What follows belongs to an exercise in optimizing a design on an open flow for small area, a short achievable clock period and few clock cycles; a production flow would make more cautious choices. Function was checked by simulation only, so behaviour that the tests miss may differ from the original. Power and IR drop assume default switching activity.

Setup of exp/harbor:
// ppm_p6_top
module ppm_p6_top
(
    input  logic        clk,
    input  logic        rst_n,
    input  logic        in_valid,
    output logic        in_stall,
    input  logic [7:0]  in_byte,
    input  logic        in_eos,
    output logic        out_valid,
    input  logic        out_stall,
    output logic [2:0]  out_kind,
    output logic [7:0]  out_red,
    output logic [7:0]  out_green,
    output logic [7:0]  out_blue,
    output logic [15:0] out_column,
    output logic [15:0] out_row,
    output logic [15:0] out_width,
    output logic [15:0] out_height,
    output logic        out_last,
    input  logic        cfg_write,
    input  logic        cfg_index,
    input  logic [15:0] cfg_data
);
export LEC_CHECK = 0
export CAP_MARGIN = 20
export CORE_MARGIN = 2
export CORE_UTILIZATION = 55
export PLACE_DENSITY = 0.7
export SETUP_SLACK_MARGIN = 2.9
export SLEW_MARGIN = 20
create_clock -name core_clock -period 5.0 [get_ports {clk}]
run.sh (not shown) runs the stock make flow with config.mk's settings and CLKGATE_MAP_FILE= SYNTH_SCRIPT=/design/flow/synth_recipe.tcl, a recipe that flattens the netlist after the stock synthesis.
Per the final summary, exp/harbor finished and its layout is clean on timing, DRC and antenna.
Testbench counts of exp/harbor, summed over its fixed seeds: cycles 66,959.
diff inputs: exp/harbor => exp/umber
Settings: swapping 0.7 for 0.6 in PLACE_DENSITY; swapping 2.9 for 2.5 in SETUP_SLACK_MARGIN; swapping 55 for 40 in CORE_UTILIZATION.
==> comparison <==
Number of CTS-inserted buffers ended up 3.4% higher on exp/umber than on exp/harbor. Share of total power consumed by net switching (lower): exp/umber. exp/umber improves on exp/harbor in routed via count. Summary of exp/umber over exp/harbor: number of logic stages on the critical path including buffering went down; total design power went down. exp/umber vs. exp/harbor: final design area excluding fillers went down by about 5%. Number of cells traversed by the worst hold path came out exactly the same in exp/umber and exp/harbor. exp/harbor -> exp/umber: total of cells resized after clock tree synthesis decreased by more than half.
Relative to exp/umber, the following input files were edited for exp/amber:
Settings: SETUP_SLACK_MARGIN changed from 2.5 to 2.8.
==> flow/flow/run.sh (new file) <==
#!/bin/bash
# Layout flow: the standard synthesis unchanged, then the standard ORFS layout
# with the port buffers built from buf_4 cells instead of delay cells, and the
# timing repair free to change a cell's footprint.
set -euo pipefail
bash standard.sh synth > synth.log 2>&1
bash standard.sh "BUFFER_PORTS_ARGS=-buffer_cell sky130_fd_sc_hd__buf_4" MATCH_CELL_FOOTPRINT=0 finish > layout.log 2>&1
==> flow/standard.sh (new file) <==
#!/bin/bash
# synth_recipe.tcl (not shown) runs the flow's synth.tcl, then flattens the netlist and writes it again
# the make line also repeats each setting of config.mk as NAME=value (left out here)
make -C /OpenROAD-flow-scripts/flow DESIGN_CONFIG=/design/flow/config.mk WORK_HOME=/design/flow/orfs CLKGATE_MAP_FILE= SYNTH_SCRIPT=/design/flow/synth_recipe.tcl "${@:-finish}"
removed: flow/run.sh
==> comparison <==
Fraction of power consumed by the clock network in exp/amber is 1.0 points below exp/umber. Per the comparison of exp/amber with exp/umber, final wirelength shows an increase of 7.6%, combinational power share shows an increase of 1.2 points. Against exp/umber, exp/amber comes in 8.4 points lower on headroom to the max-slew limit. Diff exp/umber -> exp/amber | post-layout instance area | up by a few percent. exp/amber against exp/umber; power is up slightly. First-pass GRT wire length was lower in the run labelled exp/umber. Compared with exp/umber, exp/amber shows number of standard cells in the final layout excluding fillers that has gone up by a few percent. | critical path depth | exp/amber vs exp/umber | 1 higher |. In the reports for exp/umber and exp/amber, the smaller number of clock buffers in the layout belongs to exp/amber.

build 26:
ppm_p6_top, a different RTL version from the one above (not shown whole).
For scale: roughly 1200 cells after synthesis, roughly 280 flip-flops, roughly 130 I/O pins, about 14000 um^2 of cells after synthesis.
==> flow/config.mk <==
export PLATFORM = sky130hd
export DESIGN_NAME = ppm_p6_top
export DESIGN_NICKNAME = ppm_p6_top
export VERILOG_FILES = /design/flow/design.v
export SDC_FILE = /design/flow/constraint.sdc
export NUM_CORES = 4
export LEC_CHECK = 0
export CAP_MARGIN = 20
export CORE_MARGIN = 2
export CORE_UTILIZATION = 40
export CTS_BUF_LIST = sky130_fd_sc_hd__clkbuf_8
export PLACE_DENSITY = 0.6
export SETUP_SLACK_MARGIN = 2.8
export SLEW_MARGIN = 20
==> flow/constraint.sdc <==
create_clock -name core_clock -period 5.0 [get_ports {clk}]
set_input_delay 1.0000 -clock core_clock [delete_from_list [all_inputs] [get_ports {clk}]]
set_output_delay 1.0000 -clock core_clock [all_outputs]
set_load 0.01 [all_outputs]
standard.sh (not shown) runs the stock make flow with config.mk's settings and CLKGATE_MAP_FILE= SYNTH_SCRIPT=/design/flow/synth_recipe.tcl, a recipe that flattens the netlist after the stock synthesis.
==> flow/flow/run.sh <==
#!/bin/bash
# Layout flow: the standard synthesis unchanged, then the standard ORFS layout
# with the port buffers built from buf_2 cells instead of delay cells, and the
# timing repair free to change a cell's footprint. Each step's full output is
# in orfs/logs/; the two make runs log to synth.log and layout.log here.
set -euo pipefail
bash standard.sh synth > synth.log 2>&1
bash standard.sh "BUFFER_PORTS_ARGS=-buffer_cell sky130_fd_sc_hd__buf_2" MATCH_CELL_FOOTPRINT=0 finish > layout.log 2>&1
Testbench counts of build 26, summed over its fixed seeds: cycles 66,959.
What build 93 does differently from build 26 at the input level:
- SETUP_SLACK_MARGIN: 2.8 -> 3.0
==> flow/run.sh (new file) <==
#!/bin/bash
# synth_recipe.tcl (not shown) runs the flow's synth.tcl, then flattens the netlist and writes it again
# the make line also repeats each setting of config.mk as NAME=value (left out here)
make -C /OpenROAD-flow-scripts/flow DESIGN_CONFIG=/design/flow/config.mk WORK_HOME=/design/flow/orfs CLKGATE_MAP_FILE= SYNTH_SCRIPT=/design/flow/synth_recipe.tcl finish
removed: flow/flow/run.sh
removed: flow/standard.sh
==> comparison <==
Per the comparison of build 93 with build 26, maximum frequency grew by 4.0%, number of DRC markers in iteration 0 grew by 151, total wire length after detailed routing grew by 2400 um, hold slack held steady.
Input changes introduced in build 71 (baseline for comparison: build 93):
- SETUP_SLACK_MARGIN changed from 3.0 to 2.8
### Flow results
Build 71 closes out successfully: all stages finished, all timing, DRC and antenna checks passed. The higher met1 layer wirelength in the final routing came out of build 93. Total of fill cells in the finished design, build 71 and build 93: higher on build 71. Lower net total in the final layout among build 71 and build 93: build 71. Buffering overhead: higher on build 93. Compared with build 93, build 71 shows a ratio of total power to cell area that is 5.7 nW/um^2 lower. Build 71 vs. build 93: utilization after layout down 2.9 points; total congestion overflow after global routing flat; number of multi-input combinational cells in the layout down 0.37%. Time the worst path needs with I/O delays and setup, build 71 and build 93: smaller value in build 93.
What build 55 does differently from build 71 at the input level:
- removing CTS_BUF_LIST (formerly sky130_fd_sc_hd__clkbuf_8)
- changing SLEW_MARGIN from 20 to 0
- changing CAP_MARGIN from 20 to 0
## What came out
The run with more routed wire is build 71, not build 55. [compare] base=build 71 new=build 55: non-clock buffer count fell by 2; tightest slew margin relative to the limit decreased by 0.85 points relative to the old numbers.

Setup of run 1:
ppm_p6_top again, from the RTL that the note above started with.
Settings: LEC_CHECK=0, CAP_MARGIN=20, CORE_MARGIN=2, CORE_UTILIZATION=40, CTS_BUF_LIST=sky130_fd_sc_hd__clkbuf_8, PLACE_DENSITY=0.55, SETUP_SLACK_MARGIN=2.8, SLEW_MARGIN=20; clock period 5.0 ns.
run.sh (not shown) runs the stock make flow with config.mk's settings and CLKGATE_MAP_FILE= SYNTH_SCRIPT=/design/flow/synth_recipe.tcl, a recipe that flattens the netlist after the stock synthesis.
Stock flow here: none of the scripts above is used.
Run 1 completed; timing, DRC and antenna clean
Testbench counts of run 1, summed over its fixed seeds: cycles 66,959.
## Diff of input files: run 2 against run 1
diff --git a/flow/config.mk b/flow/config.mk
--- a/flow/config.mk
+++ b/flow/config.mk
@@ -10 +10 @@
-export CORE_UTILIZATION = 40
+export CORE_UTILIZATION = 30
@@ -12 +12 @@
-export PLACE_DENSITY = 0.55
+export PLACE_DENSITY = 0.5
Of the two candidates, run 1 has the worse worst setup slack after placement and run 2 the better one. No stage failed in run 1, and the final checks on the layout all came back clean. Run 2: all stages complete, timing, DRC and antenna checks passed. Run 2 ended up with register to register as its path type of the worst min-delay path; run 1 ended up with input pin to asynchronous set/reset pin. Run 1 → run 2: number of setup buffers added after CTS grew by 2, tap cell count up 34%.
## Diff of input files: run 3 against run 2
diff --git a/flow/config.mk b/flow/config.mk
--- a/flow/config.mk
+++ b/flow/config.mk
@@ -10,3 +10,2 @@
-export CORE_UTILIZATION = 30
-export CTS_BUF_LIST = sky130_fd_sc_hd__clkbuf_8
-export PLACE_DENSITY = 0.5
+export CORE_UTILIZATION = 40
+export PLACE_DENSITY = 0.6
==> comparison <==
- Run 3 reports a higher clock power than run 2 does.
- Run 3 vs run 2 — number of vias after detailed routing dropped slightly
- Run 3 vs run 2, clock skew went down by 0.0094 ns.
- In the tables for run 2 and run 3, core utilization reads higher with run 3.
- The number of setup buffers added after CTS in run 3 is 0.79 times that in run 2.
- Clock buffer count (lower): run 3
- Compared run 2 against run 3; final instance area within noise.
- Cmp run 3 vs run 2: die span in y lower in run 3
- Re number of DRC violations after detailed routing: no difference whatsoever between run 3 and run 2.
Inputs modified between run 3 and run 4:
diff --git a/flow/config.mk b/flow/config.mk
--- a/flow/config.mk
+++ b/flow/config.mk
@@ -11 +11,2 @@
-export PLACE_DENSITY = 0.6
+export CTS_BUF_LIST = sky130_fd_sc_hd__clkbuf_8
+export PLACE_DENSITY = 0.45
==> summary.txt <==
- Run 4: full flow OK, the timing, design-rule and antenna checks passed
- Diff run 3 -> run 4: relative area change from synthesis to final layout down 2.2 points, power down 5.4%, final worst-path setup slack up 0.018 ns, portion of total power attributed to sequential cells up 2.4 points, synthesized net count flat.
- Going from run 3 to run 4, wire length after detailed routing grew by a few percent.
- Of run 3 and run 4, the higher final non-filler cell total belongs to run 4.
- Worst max-slew margin expressed relative to the limit, run 3 and run 4: lower on run 4
- Comparing run 3 against run 4, there is no change at all in async set-reset flop share out of synthesis.
- Summary: with run 3 as the reference, average wire length per cell after detail routing in run 4 moved up slightly.
Changes in run 5 relative to run 4:
diff --git a/flow/config.mk b/flow/config.mk
--- a/flow/config.mk
+++ b/flow/config.mk
@@ -11,2 +11,2 @@
-export CTS_BUF_LIST = sky130_fd_sc_hd__clkbuf_8
-export PLACE_DENSITY = 0.45
+export CTS_BUF_LIST = sky130_fd_sc_hd__clkbuf_4
+export PLACE_DENSITY = 0.6
--- outcome ---
Number of vias in the routed layout ends up higher on run 5. Run 5 against run 4; number of violations reported at the end of detailed-routing iteration 0 is up by more than half. Run comparison: run 4 critical path launch point u_dec.row_reg[0]; run 5 critical path launch point u_dec.col_reg[2]. Compared with run 4, run 5 shows a pin slew with the least headroom to its limit that is 0.086 ns lower. On wire length, run 5 does better than run 4. From run 4 to run 5 the numbers moved as follows: multi-input logic cell count about even, number of instances in the synthesized netlist essentially unchanged.

ppm_p6_top again, from the RTL that the note above started with.
Settings: LEC_CHECK=0, CAP_MARGIN=20, CORE_MARGIN=2, CORE_UTILIZATION=40, CTS_BUF_LIST=sky130_fd_sc_hd__clkbuf_8, PLACE_DENSITY=0.5, SETUP_SLACK_MARGIN=2.8, SLEW_MARGIN=20; clock period 5.0 ns.
Testbench counts at the start, summed over its fixed seeds: cycles 66,959.
Edit:
Settings changed: SETUP_SLACK_MARGIN 2.8 to 2.7.
Clock-buffer cell count shrinks by 4; fmax shrinks by a few percent; worst setup slack got worse by 0.11 ns; combinational power shrinks by a few percent; register-to-register slack got worse by 0.11 ns; power grows slightly; routed wire length grows slightly; synthesized cell count stays the same; core utilization grows by 0.20 points.
Edit:
==> flow/flow/run.sh (new file) <==
#!/bin/bash
# Layout flow: the standard synthesis unchanged, then the standard ORFS layout
# with the port buffers built from buf_4 cells instead of delay cells, and the
# timing repair free to change a cell's footprint.
set -euo pipefail
bash standard.sh synth > synth.log 2>&1
bash standard.sh "BUFFER_PORTS_ARGS=-buffer_cell sky130_fd_sc_hd__buf_4" MATCH_CELL_FOOTPRINT=0 finish > layout.log 2>&1
==> flow/standard.sh (new file) <==
#!/bin/bash
# synth_recipe.tcl (not shown) runs the flow's synth.tcl, then flattens the netlist and writes it again
# the make line also repeats each setting of config.mk as NAME=value (left out here)
make -C /OpenROAD-flow-scripts/flow DESIGN_CONFIG=/design/flow/config.mk WORK_HOME=/design/flow/orfs CLKGATE_MAP_FILE= SYNTH_SCRIPT=/design/flow/synth_recipe.tcl "${@:-finish}"
Settings changed: CTS_BUF_LIST sky130_fd_sc_hd__clkbuf_8 to not set, PLACE_DENSITY 0.5 to 0.6, SETUP_SLACK_MARGIN 2.7 to 2.8.
removed: flow/run.sh
What happened:
- sequential share of layout area is higher by 0.31 points
- worst hold slack is about the same
- global-route usage is lower by 1.6 points

==> what the ideal ports hide <==
The flow's constraints put no driver on any port. The routed layouts listed below were extracted and timed again, unchanged, in two steps. Step 1 sets driving cells, clkbuf_16 on the clock port and buf_2 on the other inputs (assumed; they add their load-dependent delay and slew). Step 2 also shifts input and output timing later by t, the mid clock arrival at the registers, as if the neighbouring blocks saw the same clock. a / b / c = no drivers / after step 1 / after step 2; a / b = the first two.
| run | t (ns) | slack for setup (ns) | slew at the worst register clock pin (ns) | cell pins on the clock port's net |
|---|---|---|---|---|
| exp/harbor | 0.577 | 2.655 / 2.655 / 2.264 | 0.07 / 0.07 | 1 |
| exp/umber | 0.601 | 2.515 / 2.499 / 2.095 | 0.06 / 0.06 | 1 |
| exp/amber | 0.587 | 2.584 / 2.584 / 2.391 | 0.07 / 0.07 | 1 |
| build 26 | 0.615 | 2.601 / 2.601 / 2.334 | 0.07 / 0.07 | 1 |
| build 93 | 0.595 | 2.694 / 2.694 / 2.195 | 0.07 / 0.07 | 1 |
| build 71 | 0.613 | 2.682 / 2.682 / 2.223 | 0.07 / 0.07 | 1 |
| build 55 | 0.584 | 2.682 / 2.682 / 2.262 | 0.07 / 0.07 | 1 |
| run 1 | 0.599 | 2.668 / 2.668 / 2.227 | 0.07 / 0.07 | 1 |
| run 2 | 0.623 | 2.669 / 2.669 / 2.242 | 0.07 / 0.07 | 1 |
| run 3 | 0.584 | 2.682 / 2.682 / 2.262 | 0.07 / 0.07 | 1 |
| run 4 | 0.633 | 2.700 / 2.700 / 2.218 | 0.07 / 0.07 | 1 |
| run 5 | 0.736 | 2.681 / 2.662 / 2.148 | 0.08 / 0.08 | 1 |
| the first run of note 4 | 0.605 | 2.758 / 2.758 / 2.223 | 0.06 / 0.06 | 1 |
| the second run of note 4 | 0.613 | 2.648 / 2.648 / 2.184 | 0.07 / 0.07 | 1 |
| the third run of note 4 | 0.607 | 2.672 / 2.672 / 2.312 | 0.06 / 0.06 | 1 |
After both steps setup and hold are still met in every run listed. The setup slack of the first run of note 4, which loses most, moves by 0.000 ns with the drivers and by -0.535 ns with both steps.
